This is an optimization exercise on Yosys and OpenROAD, whose aim is small area, not a production implementation.
The RTL was checked by simulation tests, not by an equivalence proof against the original design.
Power is estimated from default activity; no workload was simulated.

### design/flow/run.sh
#!/bin/bash
# synth_recipe.tcl (not shown) runs the flow's synth.tcl, then flattens the netlist and writes it again
# the make line also repeats each setting of config.mk as NAME=value (left out here)
make -C /OpenROAD-flow-scripts/flow DESIGN_CONFIG=/design/flow/config.mk WORK_HOME=/design/flow/orfs CLKGATE_MAP_FILE= SYNTH_SCRIPT=/design/flow/synth_recipe.tcl finish
### design/flow/config.mk
export PLATFORM = sky130hd
export DESIGN_NAME = avalon_rsa_dma
export DESIGN_NICKNAME = avalon_rsa_dma
export VERILOG_FILES = /design/flow/design.v
export SDC_FILE = /design/flow/constraint.sdc
export NUM_CORES = 4
export LEC_CHECK = 0
export CAP_MARGIN = 20
export CORE_MARGIN = 2
export CORE_UTILIZATION = 40
export SLEW_MARGIN = 20
### design/flow/design.v
module avalon_rsa_dma #(
  parameter int DATA_W       = 256,
  parameter int ADDR_W       = 32,
  parameter int CORE_TIMEOUT = 65535,
  localparam int NB          = DATA_W / 8,
  localparam int CA_W        = $clog2(NB)
) (
  input  logic              i_clk,
  input  logic              i_reset,
  input  logic              i_avm_m0_waitrequest,
  input  logic              i_avm_m0_readdatavalid,
  output logic              o_avm_m0_read,
  output logic              o_avm_m0_write,
  output logic [ADDR_W-1:0] o_avm_m0_address,
  input  logic [DATA_W-1:0] i_avm_m0_readdata,
  output logic [DATA_W-1:0] o_avm_m0_writedata,
  input  logic [2:0]        i_avs_s0_address,
  input  logic              i_avs_s0_read,
  input  logic              i_avs_s0_write,
  input  logic [31:0]       i_avs_s0_writedata,
  output logic [31:0]       o_avs_s0_readdata,
  output logic              o_avs_s0_waitrequest,
  output logic              o_core_we,
  output logic              o_core_oe,
  output logic              o_core_start,
  output logic [1:0]        o_core_reg_sel,
  output logic [CA_W-1:0]   o_core_addr,
  output logic [7:0]        o_core_data_i,
  input  logic [7:0]        i_core_data_o,
  input  logic              i_core_ready,
  output logic              o_irq
);
  typedef enum logic [3:0] {
    S_IDLE, S_RD_REQ, S_RD_WAIT, S_LOAD, S_START, S_CALC, S_UNLOAD, S_WR, S_NEXT
  } state_t;
  localparam logic [ADDR_W-1:0] NB_A     = ADDR_W'(NB);
  localparam logic [CA_W-1:0]   CA_ONE   = CA_W'(1);
  localparam logic [CA_W-1:0]   CA_LAST  = CA_W'(NB - 1);
  localparam logic [CA_W:0]     CNT_ONE  = (CA_W+1)'(1);
  localparam logic [CA_W:0]     CNT_NB   = (CA_W+1)'(NB);
  localparam logic [CA_W:0]     CNT_LAST = (CA_W+1)'(NB - 1);
  localparam logic [31:0]       TMO_LAST = 32'(CORE_TIMEOUT - 1);
  state_t              r_state;
  logic                r_read, r_write, r_we, r_oe, r_start;
  logic [ADDR_W-1:0]   r_addr, r_src, r_dst, r_rd_ptr, r_wr_ptr;
  logic [DATA_W-1:0]   r_word, r_wbuf;
  logic [1:0]          r_reg_sel, r_k;
  logic [CA_W-1:0]     r_caddr;
  logic [7:0]          r_cdata;
  logic [31:0]         r_rdata, r_tmo;
  logic                r_irq_en, r_busy, r_done, r_err, r_first, r_abort;
  logic [15:0]         r_job_count, r_jobs_done;
  logic [CA_W:0]       r_cnt;
  logic                w_go, w_abort_req, w_quiet;
  logic [1:0]          w_sel;
  logic [CA_W-1:0]     w_nx, w_ub;
  logic [CA_W+2:0]     w_nbit, w_ubit;
  logic [15:0]         w_jd_nx;
  assign w_go        = i_avs_s0_write && (i_avs_s0_address == 3'd0) && i_avs_s0_writedata[0] && !r_busy;
  assign w_abort_req = i_avs_s0_write && (i_avs_s0_address == 3'd0) && i_avs_s0_writedata[2] && r_busy;
  assign w_sel       = (r_k == 2'd0) ? 2'b10 : (r_k == 2'd1) ? 2'b11 : 2'b01;
  assign w_nx        = r_caddr + CA_ONE;
  assign w_ub        = r_cnt[CA_W-1:0] - CA_ONE;
  assign w_nbit      = {w_nx, 3'b000};
  assign w_ubit      = {w_ub, 3'b000};
  assign w_jd_nx     = r_jobs_done + 16'd1;
  always_comb begin
    w_quiet = 1'b1;
    case (r_state)
      S_RD_REQ:  w_quiet = 1'b0;
      S_RD_WAIT: w_quiet = i_avm_m0_readdatavalid;
      S_WR:      w_quiet = !i_avm_m0_waitrequest;
      default:   w_quiet = 1'b1;
    endcase
  end
  always_ff @(posedge i_clk or negedge i_reset) begin
    if (!i_reset) begin
      r_state <= S_IDLE;
      r_read <= 1'b0; r_write <= 1'b0; r_we <= 1'b0; r_oe <= 1'b0; r_start <= 1'b0;
      r_addr <= '0; r_src <= '0; r_dst <= '0; r_rd_ptr <= '0; r_wr_ptr <= '0;
      r_word <= '0; r_wbuf <= '0; r_reg_sel <= '0; r_k <= '0; r_caddr <= '0; r_cdata <= '0;
      r_rdata <= '0; r_tmo <= '0; r_irq_en <= 1'b0; r_busy <= 1'b0; r_done <= 1'b0;
      r_err <= 1'b0; r_first <= 1'b0; r_abort <= 1'b0;
      r_job_count <= '0; r_jobs_done <= '0; r_cnt <= '0;
    end else begin
      if (i_avs_s0_read) begin
        case (i_avs_s0_address)
          3'd0:    r_rdata <= {30'd0, r_irq_en, 1'b0};
          3'd1:    r_rdata <= {29'd0, r_err, r_done, r_busy};
          3'd2:    r_rdata <= 32'(r_src);
          3'd3:    r_rdata <= 32'(r_dst);
          3'd4:    r_rdata <= {16'd0, r_job_count};
          3'd5:    r_rdata <= {16'd0, r_jobs_done};
          default: r_rdata <= '0;
        endcase
      end
      if (i_avs_s0_write) begin
        case (i_avs_s0_address)
          3'd0: r_irq_en <= i_avs_s0_writedata[1];
          3'd1: begin
            if (i_avs_s0_writedata[1]) r_done <= 1'b0;
            if (i_avs_s0_writedata[2]) r_err  <= 1'b0;
          end
          3'd2: if (!r_busy) r_src <= ADDR_W'(i_avs_s0_writedata);
          3'd3: if (!r_busy) r_dst <= ADDR_W'(i_avs_s0_writedata);
          3'd4: if (!r_busy) r_job_count <= i_avs_s0_writedata[15:0];
          default: ;
        endcase
      end
      if (w_abort_req) r_abort <= 1'b1;
      if (r_abort && w_quiet && r_state != S_IDLE) begin
        r_state <= S_IDLE;
        r_busy  <= 1'b0;
        r_abort <= 1'b0;
        r_read <= 1'b0; r_write <= 1'b0; r_we <= 1'b0; r_oe <= 1'b0; r_start <= 1'b0;
      end else begin
        case (r_state)
          S_IDLE: begin
            r_abort <= 1'b0;
            if (w_go) begin
              r_jobs_done <= '0;
              r_err       <= 1'b0;
              if (r_job_count == 16'd0) begin
                r_done <= 1'b1;
              end else begin
                r_done   <= 1'b0;
                r_busy   <= 1'b1;
                r_rd_ptr <= r_src;
                r_wr_ptr <= r_dst;
                r_k      <= '0;
                r_read   <= 1'b1;
                r_addr   <= r_src;
                r_state  <= S_RD_REQ;
              end
            end
          end
          S_RD_REQ: if (!i_avm_m0_waitrequest) begin
            r_read   <= 1'b0;
            r_rd_ptr <= r_rd_ptr + NB_A;
            r_state  <= S_RD_WAIT;
          end
          S_RD_WAIT: if (i_avm_m0_readdatavalid) begin
            r_word    <= i_avm_m0_readdata;
            r_we      <= 1'b1;
            r_caddr   <= '0;
            r_cdata   <= i_avm_m0_readdata[7:0];
            r_reg_sel <= w_sel;
            r_state   <= S_LOAD;
          end
          S_LOAD: begin
            if (r_caddr == CA_LAST) begin
              r_we    <= 1'b0;
              r_caddr <= '0;
              if (r_k == 2'd2) begin
                r_start <= 1'b1;
                r_state <= S_START;
              end else begin
                r_k     <= r_k + 2'd1;
                r_read  <= 1'b1;
                r_addr  <= r_rd_ptr;
                r_state <= S_RD_REQ;
              end
            end else begin
              r_caddr <= w_nx;
              r_cdata <= r_word[w_nbit +: 8];
            end
          end
          S_START: begin
            r_start <= 1'b0;
            r_tmo   <= '0;
            r_first <= 1'b1;
            r_state <= S_CALC;
          end
          S_CALC: begin
            r_first <= 1'b0;
            if (i_core_ready && !r_first) begin
              r_oe    <= 1'b1;
              r_caddr <= '0;
              r_cnt   <= '0;
              r_state <= S_UNLOAD;
            end else if (r_tmo == TMO_LAST) begin
              r_err   <= 1'b1;
              r_busy  <= 1'b0;
              r_state <= S_IDLE;
            end else begin
              r_tmo <= r_tmo + 32'd1;
            end
          end
          S_UNLOAD: begin
            if (r_cnt != '0) r_wbuf[w_ubit +: 8] <= i_core_data_o;
            if (r_cnt == CNT_NB) begin
              r_write <= 1'b1;
              r_addr  <= r_wr_ptr;
              r_state <= S_WR;
            end else begin
              r_cnt   <= r_cnt + CNT_ONE;
              r_caddr <= w_nx;
              r_oe    <= (r_cnt != CNT_LAST);
            end
          end
          S_WR: if (!i_avm_m0_waitrequest) begin
            r_write  <= 1'b0;
            r_wr_ptr <= r_wr_ptr + NB_A;
            r_state  <= S_NEXT;
          end
          S_NEXT: begin
            r_jobs_done <= w_jd_nx;
            if (w_jd_nx == r_job_count) begin
              r_done  <= 1'b1;
              r_busy  <= 1'b0;
              r_state <= S_IDLE;
            end else begin
              r_k     <= '0;
              r_read  <= 1'b1;
              r_addr  <= r_rd_ptr;
              r_state <= S_RD_REQ;
            end
          end
          default: r_state <= S_IDLE;
        endcase
      end
    end
  end
  assign o_avm_m0_read        = r_read;
  assign o_avm_m0_write       = r_write;
  assign o_avm_m0_address     = r_addr;
  assign o_avm_m0_writedata   = r_wbuf;
  assign o_avs_s0_readdata    = r_rdata;
  assign o_avs_s0_waitrequest = 1'b0;
  assign o_core_we            = r_we;
  assign o_core_oe            = r_oe;
  assign o_core_start         = r_start;
  assign o_core_reg_sel       = r_reg_sel;
  assign o_core_addr          = r_caddr;
  assign o_core_data_i        = r_cdata;
  assign o_irq                = (r_done | r_err) & r_irq_en;
endmodule
### design/flow/constraint.sdc
create_clock -name core_clock -period 5.0 [get_ports {i_clk}]
set_input_delay 1.0000 -clock core_clock [delete_from_list [all_inputs] [get_ports {i_clk}]]
set_output_delay 1.0000 -clock core_clock [all_outputs]
set_load 0.01 [all_outputs]
==> summary.md <==
| Metric | Value |
|---|---|
| Post-synthesis sequential area ratio | 54.81% |
| Area of the core | slightly above 90000 um^2 |
| CTS buffer count | 91 |
| DRC viols | 0 |
| CP cell instances | buf_4 -> nor2b_1 -> nor2b_4 -> buf_4 -> and3_1 -> nor3_1 -> nor3_4 -> buf_4 -> a21oi_1 -> a31oi_1 |
| Fin nets | 4452 |
| Biggest area consumer among synthesized cells | dfrtp_1 |
| Via count | about 30000 |
| Area delta synth->final | 29.60% |
| Unique masters post-synth | 83 |
| FF+latch count, synth | 806 |
| Number of synthesized flops with an enable pin | 0 |
| Core Rows | between 100 and 150 |
| Die footprint | between 90000 and 100000 um^2 |
| Reg clk slew, reported paths | roughly 0.06 ns |
| Worst setup path start | r_state[2] |
| Worst-path maximum fanout | 64 |
| CTS tree | done |
| Cell Area, Synth | ~37000 um^2 |
| Antenna Nets Post-Route | 0 |
| Initial antenna violation count | 2 |
| Overflow after GRT | 0 |
| Initial Util | between 40% and 50% |
| Worst path slowest cell | nor2b_4 |
| PD cells | 502.0 nW/um^2 |
| Cell family with most CP delay | simple AND/OR/NAND/NOR gates |
| 1st-iter DRT viols | 2809 |
| Post-synthesis net count | ~4000 |
| Placed Cells | 5222 |
| Pre-CTS setup slack | 0.8934 ns |
| Minimum clock period | between 3 and 4 ns |
| Gpl congestion | ~0.9 |
| Die height | roughly 300 um |
| CP endpoint kind | flop |
| Synth Area per Inst | 10.30 um^2 |
| Non-Filler Instances | between 5000 and 6000 |
| Smallest hold slack | 0.4405 ns |
| Slew Limit Headroom | around 25% |
| Die X | 307.3 um |
| Share of the synthesized area in the top cell type | a little over half |
| First-pass GRT wire length | roughly 190000 um |
| Pwr Total | 23.94 mW |
| Cell Area, Placed | between 40000 and 50000 um^2 |
| FF-to-FF setup slack | between 1 and 1.5 ns |
| Largest net degree at the start of global routing | 134 |
| WL final | ~120000 um |
| Leak | approximately 21 nW |
| Final Slew Violations | 0 |
| Clock insertion delay at the later pin of the skew report | about 0.66 ns |
| CTS root buffer | clkbuf_16 |
| Clock buffer depth | 3 |
| Clk sink count | ~810 |
| Fin crit share | 77.08% |
| # Post-CTS Setup Buffers | 0 |
| Worst-Margin Slew | between 1 and 1.5 ns |
| Final Setup Violations | 0 |
| Maxcap violations | 0 |
| Async SR Flop Fraction | 100.0% |
| GRT Total Usage | between 20% and 30% |
| Max incr delay on CP | between 0.6 and 0.7 ns |
| CP dominant cell by count | buf_4 |
| Critical Path Start Type | flop |
| Peak supply drop | around 0.33 mV |
| Outcome | complete, no violations |
| Post-synth top flop | dfrtp_1 |
| RSZ-0062 raised after global routing | no |
| Post-DP HPWL | around 87000 um |
| Vias in the first global route | 29400 |
| IO Pins | 648 |
| Post-Syn Instances | about 3600 |
| Ys Warns | 1 |
| Hold Path Class | primary input to asynchronous set/reset pin |
| Synth area leaders | dfrtp_1 55%, nand2_1 9.8%, mux4_2 4.4% |
| Setup TNS | 0 ns |
| I/O Buffers | 646 |
| Critical Path AT | 4.41 ns |
| WP data required | 5.56 ns |
| Reg2reg start | r_state[2] |
| DRT Pass-1 Iters | 6 |
| Final Util | 52.19% |
| Final Cell Area | between 40000 and 50000 um^2 |
| CP Class | flop to flop |
| Final hold violations | 0 |
| DR WL/cell | roughly 23 um |
| Resize count post-CTS | 0 |
| WP buf/inv | 3 |
| Layout cells sized above 1 | 11.46% |
| Via-to-Cell Ratio | 5.585 |
| Fmax | between 200 and 300 MHz |
| Setup ws final | roughly 1.1 ns |
| # hold bufs at CTS | 0 |
| Max H-tree Level | 3 |
| Worst clock skew | around 0.023 ns |
==> sequential cells by signal, indices dropped and copies added (netlist names), 2 cells and up <==
name and flops:
r_dst 32, r_word 256, r_state 4, r_job_count 16
r_cnt 6, r_wbuf 256, r_cdata 8, r_tmo 32
r_src 32, r_caddr 5, r_reg_sel 2, r_jobs_done 16
r_addr 32, r_rd_ptr 32, r_wr_ptr 32, r_rdata 32
r_k 2
==> synthesized netlist by cell type (all sizes together) (46+ instances only) <==
master     n
a21oi    163
a22o      46
a32o      80
buf       90
clkbuf   168
dfrtp    806
inv       54
mux2     148
mux4      72
nand2    957
nand3     66
nor2     107
o21ai    256
o22ai     55
o2bb2ai   48
==> placed cells by master (no fill, tap or decap), drive strengths merged, types with 72 or more instances in the layout <==
cell type,netlist,routed
a21oi,163,163
a32o,80,80
buf,90,78
clkbuf,168,131
clkdlybuf4s50,0,645
dfrtp,806,806
mux2,148,148
mux4,72,72
nand2,957,957
nor2,107,107
o21ai,256,256
==> logic make-up (layout without fill, tap and decap cells) <==
group	Yosys count	after routing	share of synthesized area (%)
simple gates	1331	1331	15.78
compound gates	790	790	14.03
flops	806	806	54.81
xor+xnor	52	52	1.238
other cells	1	2	0.01019
fa+ha+maj	17	17	0.5780
buf+inv	312	946	3.472
mux	262	262	10.08
==> final cells by class <==
cell class / instances / area, um^2
Fill cell: 8235 / 43690
Sequential cell: 806 / 20170
Multi-Input combinational cell: 2453 / 15440
Timing Repair Buffer: 723 / 7244
Clock buffer: 131 / 2649
Tap cell: 1186 / 1484
Clock inverter: 38 / 490.5
Inverter: 54 / 202.7
Antenna cell: 1 / 2.502
==> final timing paths <==
path                               end  depth (start not counted)
max                         r_addr[19]                         10
min                        r_rdata[15]                          1
max reg2reg                 r_addr[19]                         10
min reg2reg                r_word[220]                          2
max in group asynchronous   r_word[97]                          2
min in group core_clock    r_word[220]                          2
==> where the power goes <==
part	leakage (nW)	internal, mW	switching, mW
combinational	8.91	3.29	3.96
sequential	10.6	8.27	1.43
clock	1.54	4.13	2.86
==> layer usage <==
metal	track usage [%]	wire length, um	up-vias
met5	0	0	-
met4	8.588	4085	0
met3	4.095	7696	197
met2	41.36	57980	1091
met1	34.60	51900	15060
li1	-	-	13770

==> afterwards: timing with drivers on the ports <==
No port has a modelled driver above. Below, the same layout with a new extraction and two added sets of constraints. Step 1 assumes that a clkbuf_16 drives the clock port and a buf_2 every other input. Step 2 moves the port delays by t, midway between the first and last clock arrival at a register: inputs arrive t later, outputs are due t later. That takes back most of the time a late clock gives input paths. Three values: ideal ports, drivers, drivers and shift; two values: the first two.
shift t [ns]: 0.706
setup slack, ns: 1.146 / 1.146 / 0.831
hold WS [ns]: 0.440 / 0.430 / 0.466
worst setup path after step 2: input to register
pins driven straight from the clock port: 1
After both steps setup and hold are still met in this run. For this run, drivers alone change the setup slack by 0.000 ns; drivers and shift together by -0.315 ns.
